This is an optimization exercise on Yosys and OpenROAD, whose aim is small area, not a production implementation.
Only simulation tests tie the RTL to the original design; equivalence was not proved.
Power is estimated from default activity; no workload was simulated.

### flow/design.v
module regfile_sb #(
    parameter int unsigned  XLEN     = 32,
    parameter int unsigned  DEPTH    = 32,
    parameter bit           ZERO_REG = 1'b1,
    parameter bit           BYPASS   = 1'b1,
    localparam int unsigned AW       = $clog2(DEPTH)
) (
    input  logic            Clk,
    input  logic            Rst_n,
    input  logic [AW-1:0]   raddr1,
    input  logic [AW-1:0]   raddr2,
    output logic [XLEN-1:0] rdata1,
    output logic [XLEN-1:0] rdata2,
    output logic            rbusy1,
    output logic            rbusy2,
    output logic            stall,
    input  logic            issue_valid,
    input  logic [AW-1:0]   issue_addr,
    input  logic            RegWrite,
    input  logic [AW-1:0]   waddr,
    input  logic [XLEN-1:0] wdata,
    input  logic            flush,
    output logic [AW:0]     pending_cnt
);
    logic [XLEN-1:0] regs_q [DEPTH];
    logic [DEPTH-1:0] pending_q, pending_d;
    logic [AW:0]      cnt_q, cnt_d;
    logic we, iss, byp1, byp2, inc, dec;
    assign we  = RegWrite && !(ZERO_REG && (waddr == '0));
    assign iss = issue_valid && !(ZERO_REG && (issue_addr == '0));
    always_comb begin
        byp1 = BYPASS && we && (waddr == raddr1);
        byp2 = BYPASS && we && (waddr == raddr2);
        if (ZERO_REG && (raddr1 == '0)) begin
            rdata1 = '0;
        end else if (byp1) begin
            rdata1 = wdata;
        end else begin
            rdata1 = regs_q[raddr1];
        end
        if (ZERO_REG && (raddr2 == '0)) begin
            rdata2 = '0;
        end else if (byp2) begin
            rdata2 = wdata;
        end else begin
            rdata2 = regs_q[raddr2];
        end
        rbusy1      = pending_q[raddr1] && !byp1;
        rbusy2      = pending_q[raddr2] && !byp2;
        stall       = rbusy1 || rbusy2;
        pending_cnt = cnt_q;
    end
    for (genvar g = 0; g < int'(DEPTH); g++) begin : g_reg
        always_ff @(posedge Clk or negedge Rst_n) begin
            if (!Rst_n) begin
                regs_q[g] <= '0;
            end else if (we && (waddr == AW'(g))) begin
                regs_q[g] <= wdata;
            end
        end
    end
    always_comb begin
        pending_d = flush ? '0 : pending_q;
        if (!flush && we) begin
            pending_d[waddr] = 1'b0;
        end
        if (iss) begin
            pending_d[issue_addr] = 1'b1;
        end
        if (ZERO_REG) begin
            pending_d[0] = 1'b0;
        end
    end
    always_comb begin
        inc = iss && !pending_q[issue_addr];
        dec = !flush && we && pending_q[waddr] && !(iss && (issue_addr == waddr));
        if (flush) begin
            cnt_d = {{AW{1'b0}}, iss};
        end else begin
            cnt_d = cnt_q + {{AW{1'b0}}, inc} - {{AW{1'b0}}, dec};
        end
    end
    always_ff @(posedge Clk or negedge Rst_n) begin
        if (!Rst_n) begin
            pending_q <= '0;
            cnt_q     <= '0;
        end else begin
            pending_q <= pending_d;
            cnt_q     <= cnt_d;
        end
    end
endmodule
### flow/run.sh
#!/bin/bash
# synth_recipe.tcl (not shown) runs the flow's synth.tcl, then flattens the netlist and writes it again
# the make line also repeats each setting of config.mk as NAME=value (left out here)
make -C /OpenROAD-flow-scripts/flow DESIGN_CONFIG=/design/flow/config.mk WORK_HOME=/design/flow/orfs CLKGATE_MAP_FILE= SYNTH_SCRIPT=/design/flow/synth_recipe.tcl finish
### flow/config.mk
export PLATFORM = sky130hd
export DESIGN_NAME = regfile_sb
export DESIGN_NICKNAME = regfile_sb
export VERILOG_FILES = /design/flow/design.v
export SDC_FILE = /design/flow/constraint.sdc
export NUM_CORES = 4
export LEC_CHECK = 0
export CAP_MARGIN = 20
export CELL_PAD_IN_SITES_DETAIL_PLACEMENT = 1
export CELL_PAD_IN_SITES_GLOBAL_PLACEMENT = 2
export CORE_MARGIN = 2
export CORE_UTILIZATION = 30
export PLACE_DENSITY = 0.45
export SLEW_MARGIN = 20
### flow/constraint.sdc
create_clock -name core_clock -period 9.0 [get_ports {Clk}]
set_input_delay 1.8000 -clock core_clock [delete_from_list [all_inputs] [get_ports {Clk}]]
set_output_delay 1.8000 -clock core_clock [all_outputs]
set_load 0.01 [all_outputs]
==> run summary <==
[metal layers]
metal  track usage [%]  part of all wire [%]  up-vias  routed length, um
met3             7.980                   7.8      923              30560
met5                 0                 0.032        -                125
met1             56.08                    43    28067             167400
li1                  -                     -    19252                  -
met4             20.89                   6.1       20              23630
met2             61.18                    43     3010             168400
[where the power goes]
part           switching, mW  internal, mW
clock network           2.30          3.27
logic                   1.32          1.06
registers              0.972          5.51
[synth_stat cells, drive strengths merged, types with 5 or more instances]
library cell,number
a2bb2oi,6
o22ai,8
a32oi,27
a41oi,6
mux2,942
nor4b,5
nand4,112
or3b,9
nand4b,7
mux4,32
o2bb2ai,8
a221oi,17
and2,7
buf,161
nor2,117
or2,11
a22o,12
nand3b,13
nor3,37
a211oi,12
a2111oi,117
o31ai,22
and3,357
a21oi,69
nor2b,52
o211ai,7
xor2,6
o21ai,230
dfrtp,1029
inv,26
xnor2,18
clkbuf,321
a31oi,13
nor3b,14
a22oi,571
ha,16
or3,10
nand3,115
mux2i,20
nand2,295
nand2b,18
and3b,9
nor4,64
[worst max-delay path, stage by stage]
cell and delay, ns:
sky130_fd_sc_hd__buf_2 0.64, sky130_fd_sc_hd__buf_4 0.48, sky130_fd_sc_hd__nor2_4 0.27, sky130_fd_sc_hd__buf_4 0.33, sky130_fd_sc_hd__and3_1 0.23, sky130_fd_sc_hd__a2111oi_0 0.83
sky130_fd_sc_hd__o2111ai_1 0.22, sky130_fd_sc_hd__nor4_1 0.88, sky130_fd_sc_hd__o21ai_1 0.17, sky130_fd_sc_hd__clkdlybuf4s50_1 0.52
[worst paths after layout]
kind | to | from | slack (ns) | depth (start not counted)
setup / recovery | rdata2[0] | raddr2[4] | 0.70 | 10
hold / removal | regs_q[5][30] | regs_q[5][30] | 0.49 | 2
setup reg to reg | cnt_q[5] | pending_q[3] | 5.08 | 14
hold reg to reg | regs_q[5][30] | regs_q[5][30] | 0.49 | 2
max in group asynchronous | regs_q[24][8] | Rst_n | 5.94 | 3
min in group asynchronous | regs_q[24][24] | Rst_n | 0.98 | 1
[metrics by stage]
step	instance area [um2]	total power, mW	worst slack (ns)	hold WS (ns)
finish	64890	14.43	0.7005	0.4932
floorplan	55200	7.394	2.624	0.4498
global placement	60410	8.796	0.9019	0.4705
global route	64840	14.85	0.7756	0.5274
CTS	64800	14.42	0.8632	0.4941
detailed placement	60470	8.844	0.8637	0.4822
[sequential cells by signal, summed over array words and instances (netlist names)]
signal,count
cnt_q,6
regs_q,992
pending_q,31
[kinds of logic after synthesis]
logic type               after synthesis  synth area share, %
AO/OA/AOI/OAI                       1155                14.92
XOR/XNOR                              24               0.3808
adder cells (fa/ha/maj)               17               0.3989
buffers and inverters                509                4.121
flip-flops                          1029                46.65
multiplexers                         994                20.89
AND/OR/NAND/NOR                     1259                12.64
[area by class of cell]
| class | instances | area (um2) |
|---|---|---|
| antenna | 23 | 57.56 |
| clock buffer | 198 | 3892 |
| clock inverter | 35 | 441.7 |
| fill | 19667 | 118000 |
| inverter | 27 | 101.3 |
| multi-input combinational | 3449 | 27980 |
| sequential | 1029 | 25750 |
| tap | 2464 | 3083 |
| timing repair buffer | 414 | 3591 |
==> run summary <==
Run status
The flow ran to the end and the layout has no timing, DRC or antenna violations.

Synth
The number of flip-flops and latches in the synthesized netlist is about 1000. The mean cell area of the mapped netlist is 11.07 um2. The fraction of synthesized cell area taken by the top area cell type is 46.65%. The number of nets handed over by synthesis was 5061. The distinct cell type count after synthesis is just under 90. The number of synthesized flops with an enable pin is 0. The post-synthesis instance area is 55200 um2.

For this run, the register share of the synthesized area comes to a little under half. By area the synthesized netlist is led by sky130_fd_sc_hd__dfrtp_1 47%, sky130_fd_sc_hd__mux2_2 19%, sky130_fd_sc_hd__a22oi_1 7.8%. Of all cell types, the one taking the most synthesized area is sky130_fd_sc_hd__dfrtp_1.

The count of synthesis-stage warnings from yosys is 2. The share of flip-flops with an asynchronous set or reset after synthesis is 100.0%. For this run, the leading register cell type out of synthesis is sky130_fd_sc_hd__dfrtp_1. The number of cells produced by synthesis is 4987.

Clock tree
After clock tree synthesis, the clock-pin slew on the worst setup and hold paths is 0.05 ns. The number of H-tree branching levels is 4. In this run the deepest clock path goes through 3 buffers. The clock tree from TritonCTS is built. After clock tree synthesis, the repair step resized 0 gates. Counting the buffers created by CTS gives 136.

The tree is rooted in a sky130_fd_sc_hd__clkbuf_16. The clock net sink count is 1029. The hold buffer count at cts is 0. The clock latency of the later-clocked register in the worst-skew pair is roughly 0.80 ns. The number of post-CTS setup repair buffers is 0.

Critical path
Of all nets on the critical path, the largest fanout is 24. The arrival time of the worst setup path is 6.50 ns. The worst setup path is launched from a primary input.

The startpoint-to-endpoint class of the critical path is in2out. The worst setup path is captured at a primary output. Data on the critical path is required at its endpoint by just over 7 ns.

Power
Dividing total power by cell area gives a power density of 222.3 nW/um2. The worst-case IR drop observed on VDD is roughly 0.00016 V. For this design the static power due to leakage is ~29 nW.

Timing
Of the available clock period, the critical path in the final layout requires 92.22%. Setup violations remaining at the end of the flow were counted as 0. The time the final worst path needs with I/O delays and setup is 8.300 ns. The final hold violation count came to 0. The total negative slack for setup checks is 0 ns. Static timing analysis puts the maximum clock frequency at 120.5 MHz. Setup repair after global routing left no endpoint under its margin. For the pin with the worst max-slew slack, the measured transition is 1.279 ns.

In this run the tightest slew margin relative to its limit is 14.63%. The final max-slew violation count is 0. Clock skew on the completed layout was measured at 0.01095 ns.

Placed design
The number of buffers inserted by port buffering is 129. The last weighted congestion value of the routability-driven placer is 0.9126. The total instance count after detailed placement is 7382. The placed wire-length estimate is between 200000 and 300000 um.

Route
After detailed routing, the average wire length per cell comes to 51.07 um. The number of vias in the routed layout is a little over 50000. For this block, the initial DRC count from the detailed router was 6934. The first detailed-routing pass ran for 7 iterations.

The number of remaining DRC errors is 0. The residual antenna-violating net count after detailed routing is 0. For this block, the routed nets add up to 390100 um of wire. The post-detailed-route via-to-cell ratio is 6.712.

Run
Max-cap violations in this run came to 0.

Die
Measured along the x axis, the die boundary spans 433.0 um. The starting density of the core is between 30% and 40%. The core region is ~180000 um2. The floorplan has 157 rows. Measured along the y axis, the die boundary spans 433.0 um. The die covers 187400 um2. During I/O placement, the number of pins put on the boundary was 130.

Global routing
The maximum number of pins on one net before global-route repair is 145. The via count of the first global-routing pass is 50141. For this run the aggregate overflow at the end of global routing stands at 0. The global-route wire length before repair is ~500000 um. The overall routing resource usage is between 40% and 50%.

The initial antenna violation count is 52.

Finish
Measured on the finished design, the core utilization comes to 35.48%. After the flow finishes, the layout carries non-filler instances totaling 7639. Cells with a size suffix above 1 make up 31.70% of the layout.

The area growth from synthesis to layout is 17.56%. The top cell types in the final layout, fill and taps aside, are 1029 x sky130_fd_sc_hd__dfrtp_1, 939 x sky130_fd_sc_hd__mux2_2, 571 x sky130_fd_sc_hd__a22oi_1, 355 x sky130_fd_sc_hd__and3_1, 273 x sky130_fd_sc_hd__buf_4. The leading cell type in the layout, fill and taps excluded is sky130_fd_sc_hd__dfrtp_1. The net count reported at finish is roughly 5100.

Min path
The worst hold-check path type is reg2reg.

-- separate check: timing with driven ports --
How much do the figures lean on ideal ports? The routed layout below was timed once more, with nothing changed but the port constraints. Step 1 (the two cells are an assumption about what drives the block):
set clk [get_ports {Clk}]
set_driving_cell -lib_cell sky130_fd_sc_hd__clkbuf_16 $clk
set_driving_cell -lib_cell sky130_fd_sc_hd__buf_2 [delete_from_list [all_inputs] $clk]
Step 2 times the ports against the registers' clock, not the clock port: input delays grow and output delays shrink by t, the midpoint of the rising clock arrivals with the driver on. a / b / c = ideal ports / drivers / drivers and shift; a / b = the first two.
shift t [ns]: 0.894
setup slack, ns: 0.700 / 0.624 / 0.624
hold WS [ns]: 0.493 / 0.493 / 0.493
worst setup path after step 2: input to output
slew at the worst register clock pin (ns): 0.07 / 0.07
After both steps this run still meets setup and hold. The setup slack of this run moves by -0.076 ns with the drivers and by -0.076 ns with both steps.
